What follows belongs to an exercise in optimizing a design on an open flow for small area, a short achievable clock period and few clock cycles; a production flow would make more cautious choices.
The RTL was checked by simulation tests, not by an equivalence proof against the original design.
Power is estimated from default activity; no workload was simulated.

--- design.v ---
package slp_pkg;
  localparam logic [1:0] KIND_INSERT = 2'd0;
  localparam logic [1:0] KIND_DELETE = 2'd1;
  localparam logic [1:0] KIND_SHOW   = 2'd2;
  localparam logic [1:0] STATUS_DONE  = 2'd0;
  localparam logic [1:0] STATUS_FULL  = 2'd1;
  localparam logic [1:0] STATUS_EMPTY = 2'd2;
endpackage
module sorted_list_pool (
  input  logic        clk_i,
  input  logic        rst_ni,
  input  logic        start,
  input  logic [1:0]  in_kind,
  input  logic [31:0] in_value,
  output logic        busy,
  output logic        res_valid_o,
  output logic [1:0]  res_status,
  output logic [3:0]  res_slot,
  output logic [31:0] res_entry_value,
  output logic [4:0]  res_removed,
  output logic        res_last
);
  localparam int N = 16;
  function automatic logic sge(input logic [31:0] a, input logic [31:0] b);
    sge = $signed(a) >= $signed(b);
  endfunction
  function automatic logic atleast3(input logic [N-1:0] x);
    logic [2:0] t [2*N];
    for (int i = 0; i < N; i++) t[N+i] = {2'b00, x[i]};
    for (int i = N - 1; i >= 1; i--) begin
      t[i][0] = t[2*i][0] | t[2*i+1][0];
      t[i][1] = t[2*i][1] | t[2*i+1][1] | (t[2*i][0] & t[2*i+1][0]);
      t[i][2] = t[2*i][2] | t[2*i+1][2] | (t[2*i][1] & t[2*i+1][0])
              | (t[2*i][0] & t[2*i+1][1]);
    end
    atleast3 = t[1][2];
  endfunction
  function automatic logic [4:0] popcnt(input logic [N-1:0] x);
    logic [1:0] p1 [8];
    logic [2:0] p2 [4];
    logic [3:0] p3 [2];
    for (int i = 0; i < 8; i++) p1[i] = {1'b0, x[2*i]} + {1'b0, x[2*i+1]};
    for (int i = 0; i < 4; i++) p2[i] = {1'b0, p1[2*i]} + {1'b0, p1[2*i+1]};
    for (int i = 0; i < 2; i++) p3[i] = {1'b0, p2[2*i]} + {1'b0, p2[2*i+1]};
    popcnt = {1'b0, p3[0]} + {1'b0, p3[1]};
  endfunction
  logic          busy_q;
  logic          accept;
  assign accept = start && !busy_q;
  logic          b_vld_q;
  logic [1:0]    b_kind_q;
  logic [31:0]   b_val_q;
  logic          shw_act_q;         
  logic [N-1:0]  rem_q;             
  logic [N-1:0]  used_q;
  logic [31:0]   val_q [N];
  logic [N*N-1:0] m_q;              
  logic [N-1:0]  ge, eq;
  for (genvar s = 0; s < N; s++) begin : g_cmp
    assign ge[s] = sge(val_q[s], b_val_q);
    assign eq[s] = (val_q[s] == b_val_q);
  end
  logic is_ins, is_del, is_show, full, ins_ok;
  assign is_ins  = b_vld_q && (b_kind_q == slp_pkg::KIND_INSERT);
  assign is_del  = b_vld_q && (b_kind_q == slp_pkg::KIND_DELETE);
  assign is_show = (b_vld_q && (b_kind_q == slp_pkg::KIND_SHOW)) || shw_act_q;
  assign full    = &used_q;
  assign ins_ok  = is_ins && !full;
  logic [N-1:0]  fs_oh;
  assign fs_oh = ~used_q & (used_q + 16'd1);
  logic [N-1:0]  cur, sel;
  assign cur = shw_act_q ? rem_q : used_q;
  always_comb begin
    for (int s = 0; s < N; s++) begin
      sel[s] = cur[s];
      for (int t = 0; t < N; t++) begin
        if (t < s) begin
          if (cur[t] && m_q[t*N+s]) sel[s] = 1'b0;
        end else if (t > s) begin
          if (cur[t] && !m_q[s*N+t]) sel[s] = 1'b0;
        end
      end
    end
  end
  logic          cur_empty, cur_one;
  assign cur_empty = ~|cur;
  assign cur_one   = ~cur_empty && ((cur & (cur - 16'd1)) == '0);
  logic [N-1:0]  del_mask;
  assign del_mask = used_q & eq;
  for (genvar s = 0; s < N; s++) begin : g_slot
    always_ff @(posedge clk_i) begin
      if (ins_ok && fs_oh[s]) val_q[s] <= b_val_q;
    end
  end
  always_ff @(posedge clk_i) begin
    for (int s = 0; s < N; s++) begin
      for (int t = s + 1; t < N; t++) begin
        if (ins_ok && fs_oh[s])      m_q[s*N+t] <= ge[t];
        else if (ins_ok && fs_oh[t]) m_q[s*N+t] <= ~ge[s];
      end
    end
  end
  logic          c_vld_q;
  logic [N-1:0]  c_oh_q;            
  logic [1:0]    c_status_q;
  logic          c_last_q;
  logic          c_del_q;           
  always_ff @(posedge clk_i or negedge rst_ni) begin
    if (!rst_ni) begin
      used_q    <= '0;
      b_vld_q   <= 1'b0;
      shw_act_q <= 1'b0;
      busy_q    <= 1'b0;
      c_vld_q   <= 1'b0;
    end else begin
      if (ins_ok)      used_q <= used_q | fs_oh;
      else if (is_del) used_q <= del_mask ^ used_q;
      b_vld_q   <= accept;
      shw_act_q <= is_show && !cur_empty && !cur_one;
      busy_q    <= (accept && (in_kind == slp_pkg::KIND_SHOW))
                || (is_show && atleast3(cur));
      c_vld_q   <= b_vld_q || shw_act_q;
    end
  end
  always_ff @(posedge clk_i) begin
    b_kind_q  <= in_kind;
    b_val_q   <= in_value;
    rem_q     <= cur & ~sel;
    c_oh_q     <= '0;
    c_status_q <= slp_pkg::STATUS_DONE;
    c_last_q   <= 1'b1;
    c_del_q    <= 1'b0;
    if (is_ins) begin
      if (full) c_status_q <= slp_pkg::STATUS_FULL;
      else      c_oh_q     <= fs_oh;
    end else if (is_del) begin
      c_oh_q  <= del_mask;
      c_del_q <= 1'b1;
    end else if (is_show) begin
      if (cur_empty) begin
        c_status_q <= slp_pkg::STATUS_EMPTY;
      end else begin
        c_oh_q   <= sel;
        c_last_q <= cur_one;
      end
    end
  end
  logic [31:0]   c_val;
  logic [3:0]    c_slot;
  always_comb begin
    c_val  = '0;
    c_slot = '0;
    for (int s = 0; s < N; s++) begin
      c_val  = c_val  | (c_oh_q[s] ? val_q[s] : 32'd0);
      c_slot = c_slot | (c_oh_q[s] ? 4'(s) : 4'd0);
    end
  end
  logic        out_vld_q;
  logic [1:0]  out_status_q;
  logic [3:0]  out_slot_q;
  logic [31:0] out_val_q;
  logic [4:0]  out_rem_q;
  logic        out_last_q;
  always_ff @(posedge clk_i or negedge rst_ni) begin
    if (!rst_ni) begin
      out_vld_q <= 1'b0;
    end else begin
      out_vld_q <= c_vld_q;
    end
  end
  always_ff @(posedge clk_i) begin
    out_status_q <= c_status_q;
    out_last_q   <= c_last_q;
    out_slot_q   <= c_del_q ? 4'd0 : c_slot;
    out_val_q    <= c_del_q ? 32'd0 : c_val;
    out_rem_q    <= c_del_q ? popcnt(c_oh_q) : 5'd0;
  end
  assign busy            = busy_q;
  assign res_valid_o     = out_vld_q;
  assign res_status      = out_status_q;
  assign res_slot        = out_slot_q;
  assign res_entry_value = out_val_q;
  assign res_removed     = out_rem_q;
  assign res_last        = out_last_q;
endmodule
--- run.sh ---
#!/bin/bash
# synth_recipe.tcl (not shown) runs the flow's synth.tcl, then flattens the netlist and writes it again
# the make line also repeats each setting of config.mk as NAME=value (left out here)
make -C /OpenROAD-flow-scripts/flow DESIGN_CONFIG=/design/flow/config.mk WORK_HOME=/design/flow/orfs CLKGATE_MAP_FILE= SYNTH_SCRIPT=/design/flow/synth_recipe.tcl finish
--- config.mk ---
export PLATFORM = sky130hd
export DESIGN_NAME = sorted_list_pool
export DESIGN_NICKNAME = sorted_list_pool
export VERILOG_FILES = /design/flow/design.v
export SDC_FILE = /design/flow/constraint.sdc
export NUM_CORES = 4
export LEC_CHECK = 0
export CAP_MARGIN = 20
export CORE_MARGIN = 2
export CORE_UTILIZATION = 30
export SETUP_SLACK_MARGIN = 5
export SLEW_MARGIN = 20
--- constraint.sdc ---
create_clock -name core_clock -period 8.0 [get_ports {clk_i}]
set_input_delay 1.6000 -clock core_clock [delete_from_list [all_inputs] [get_ports {clk_i}]]
set_output_delay 1.6000 -clock core_clock [all_outputs]
set_load 0.01 [all_outputs]
==> run notes <==
-- cell families (layout without fill, tap and decap cells) --
| logic type | after synthesis | count (layout) | synth area share (%) |
|---|---|---|---|
| AO/OA/AOI/OAI | 1015 | 1017 | 16.9 |
| adder cells (fa/ha/maj) | 528 | 528 | 16.2 |
| buffers and inverters | 265 | 743 | 2.73 |
| multiplexers | 50 | 50 | 1.35 |
| AND/OR/NAND/NOR | 798 | 800 | 9.74 |
| other | 0 | 3 | 0 |
| XOR/XNOR | 1 | 1 | 0.0213 |
| flip-flops | 767 | 767 | 53.0 |
-- cells in the mapped netlist, drive strengths merged (39+ instances only) --
library cell  count  area, um2
a221oi          123       1080
clkbuf          104        394
nand4           113        719
nand2           301       1140
o22ai            44        275
inv             114        428
a21oi           240       1200
a22oi            94        706
and3             39        244
edfxtp          632      19000
nor4             42        284
buf              47        300
a31oi            47        294
a21o             45        338
o21ai           169        846
nand3            84        425
a22o            100        876
dfxtp           114       2280
nor2             89        334
ha              517       6470
-- final timing paths --
kind | from | to | slack [ns]
max in group asynchronous | rst_ni | used_q[6] | 6.40
min in group asynchronous | rst_ni | b_vld_q | 1.28
hold / removal | c_status_q[0] | out_status_q[0] | 0.32
setup reg to reg | c_oh_q[10] | out_rem_q[2] | 4.47
hold reg to reg | c_status_q[0] | out_status_q[0] | 0.32
setup / recovery | c_oh_q[10] | out_rem_q[2] | 4.47
-- flip-flops by register name, summed over array words and instances, names as in the netlist --
name,count
b_kind_q,2
b_val_q,32
b_vld_q,1
busy_q,1
c_del_q,1
c_last_q,1
c_oh_q,16
c_status_q,2
c_vld_q,1
m_q,120
out_last_q,1
out_rem_q,5
out_slot_q,4
out_status_q,2
out_val_q,32
out_vld_q,1
rem_q,16
shw_act_q,1
used_q,16
val_q,512
-- per-stage QoR --
step                      cells  worst slack [ns]  area (um2)  hold slack (ns)  total power, mW
after floorplan            3424              4.59       41200            0.310             5.82
after global placement     5207              3.18       44100            0.314             6.66
after detailed placement   5208              3.39       44100            0.312             6.66
after CTS                  5611              4.48       50900            0.326             11.0
after global routing       5687              4.37       53000            0.329             11.4
final                      5690              4.47       53000            0.325             11.1
-- cell type report --
type	count	area share, %
Inverter	114	1.06
Clock inverter	47	0.980
Tap cell	1781	4.20
Antenna cell	3	0.0142
Multi-Input combinational cell	2396	39.0
Timing Repair Buffer	475	8.89
Sequential cell	767	41.4
Clock buffer	107	4.40
-- cell usage in the layout (no fill, tap or decap), types with 15 or more instances in the layout --
cell / instances
a221oi_1: 109
o21ai_0: 83
inv_2: 15
ha_1: 469
mux2i_1: 26
nand4_1: 111
buf_4: 271
a31oi_1: 43
a22oi_1: 93
nor4_4: 15
a21oi_2: 23
o21ai_2: 52
clkbuf_16: 92
nor4_1: 21
nand2_1: 286
clkdlybuf4s50_1: 36
a21oi_1: 208
a21o_1: 45
o22ai_1: 44
nand3_1: 81
inv_1: 63
dlygate4sd2_1: 46
o211ai_1: 27
nor2_1: 81
o21ai_1: 31
a22o_1: 100
buf_12: 32
ha_4: 47
edfxtp_1: 632
and3_1: 36
dfxtp_1: 64
buf_6: 64
dfxtp_4: 36
clkinvlp_4: 36
nor3_1: 15
-- metal layers --
metal / GRT usage [%] / up-vias / part of all wire, %
li1: - / 14500 / -
met1: 32.5 / 17300 / 38
met2: 36.6 / 2728 / 42
met3: 7.39 / 665 / 13
met4: 12.4 / 6 / 6.7
met5: 0.240 / - / 0.041
-- power by group --
group	switching [mW]	internal (mW)	leakage, nW	total [mW]
clock network	1.71	2.39	1.39	4.10
registers	0.138	4.49	6.89	4.63
logic	1.50	0.902	12.3	2.40
total	3.35	7.78	20.6	11.1
-- timing repair --
item,CTS,global route
buffers inserted,238,69
cloned,11,7
setup endpoints to repair,624,430
gates resized for setup,472,312
pin swaps,109,127
-- worst max-delay path, cell delays in order, from the launching register on --
cell and delay (ns):
dfxtp_2 0.31, buf_4 0.62, fa_1 0.55, inv_1 0.10, fa_1 0.44, fa_2 0.48
inv_2 0.08, ha_4 0.12, inv_2 0.03, fa_2 0.34, nor2b_4 0.14, nor3b_2 0.22
==> summary.txt <==
Floorplan
  – Die ar.: 140000 um2
  – FP Rows: about 140
  – IO Pins: 83
  – Initial Util: 30.3%
  – Core ar.: around 140000 um2
  – Die Wd: around 370 um
  – Die H: about 370 um

Layout
  – Final core occ: 39.0%
  – # fillers: roughly 13000
  – Net count, final: between 4000 and 5000
  – Layout cell share with drive strength beyond 1: 25.0%
  – Multi-input logic area: 20700 um2
  – Seq. cell area: 22000 um2
  – Area delta synth->final: 29.0%

Place
  – Gp weighted congestion: 0.967
  – # port buffers: between 80 and 90
  – HPWL reported at the end of detailed placement: 114000 um

Power and ir drop
  – Peak supply drop: 0.139 mV
  – Power density over the cells: 210 nW/um2
  – Leakage Power: 20.6 nW

CTS
  – CTS tree: yes
  – CTS Root Cell: clkbuf_16
  – Hold_buf cts: 0
  – Worst-path clk slew: 0.06 ns
  – Clk sinks: around 770
  – TritonCTS Buffers: 83
  – Worst-Skew Late Latency: 0.71 ns
  – H-tree lvl count: 3
  – Bufs on Longest Clock Path: 3

Critical path
  – Worst Setup End Kind: flop
  – Worst Reg-to-Reg Cells: 11
  – Startpoint types: flop
  – Critical path class: flop to flop
  – WP data arrival: 4.14 ns
  – CP Data Required Time: 8.61 ns
  – Critical path peak fanout: 35

Detailed routing
  – Vias: 35200
  – Drt total wl: 181000 um
  – ANT nets after route: 0
  – Wire length per cell: 31.9 um
  – Drc violations: 0
  – Detailed Routing Iterations Pass 1: 6
  – Iteration-0 DRC Markers: about 5500
  – Detailed-route vias per instance: 6.19

STA
  – RSZ-0062 raised after global routing: true
  – Crit path time final: 3.53 ns
  – Final Hold Fails: 0
  – Worst slew pin tran: 1.05 ns
  – Fin. max-slew vios: 0
  – Max_slew headroom: 29.4%
  – Max Clock Freq: around 0.28 GHz
  – Final cycle utilization of the critical path: about 44%
  – Setup TNS: 0 ns
  – Post-Route Skew: 0.0343 ns
  – Setup violations, final: 0

Hold path
  – HP Class: flop to flop
  – Hold Crit Depth: 0

Synthesis
  – Top FF cell, synth: edfxtp_1
  – Cell count after synthesis: 3424
  – Mapped Area: just over 40000 um2
  – Yosys warning total: 6
  – Netlist cell types: 88
  – Mean Syn Cell Area: 12.0 um2
  – Synthesized flop and latch total: 767
  – Asr flop ratio synth: between 2 and 3%
  – Syn nets: 3988
  – Number of enable flip-flop cells after synthesis: approximately 630
  – Seq/Total Area, Yosys: 53.0%

Job
  – Max-capacitance violation count: 0

Global route
  – Remaining global-route overflow: 0
  – All-Layer GR Usage: 24.7%
  – Initial antenna violation count: 10
  – Vias in the first global route: 33300
  – Largest net degree at the start of global routing: 37
  – First-pass GRT wire length: 249000 um

Outcome
  – Outcome: no timing/DRC/antenna violations
Testbench counts, summed over its fixed seeds: cycles 8,453.

[what the ideal ports hide]
No port has a modelled driver above. Below, the same layout with a new extraction and two added sets of constraints.
Step 1 (the two cells are an assumption about what drives the block):
set clk [get_ports {clk_i}]
set_driving_cell -lib_cell sky130_fd_sc_hd__clkbuf_16 $clk
set_driving_cell -lib_cell sky130_fd_sc_hd__buf_2 [delete_from_list [all_inputs] $clk]
Step 2 also shifts input and output timing later by t, the mid clock arrival at the registers, as if the neighbouring blocks saw the same clock.
Three values: no drivers, after step 1, after step 2; two values: the first two.
shift t [ns]: 0.762
setup slack, ns: 4.469 / 4.469 / 4.469
worst hold slack (ns): 0.325 / 0.325 / 0.325
latest minus earliest clock arrival (ns): 0.040 / 0.041
worst data-port slew with drivers (ns): 0.06
After both steps this run still meets setup and hold. For this run, drivers alone change the setup slack by 0.000 ns; drivers and shift together by 0.000 ns.
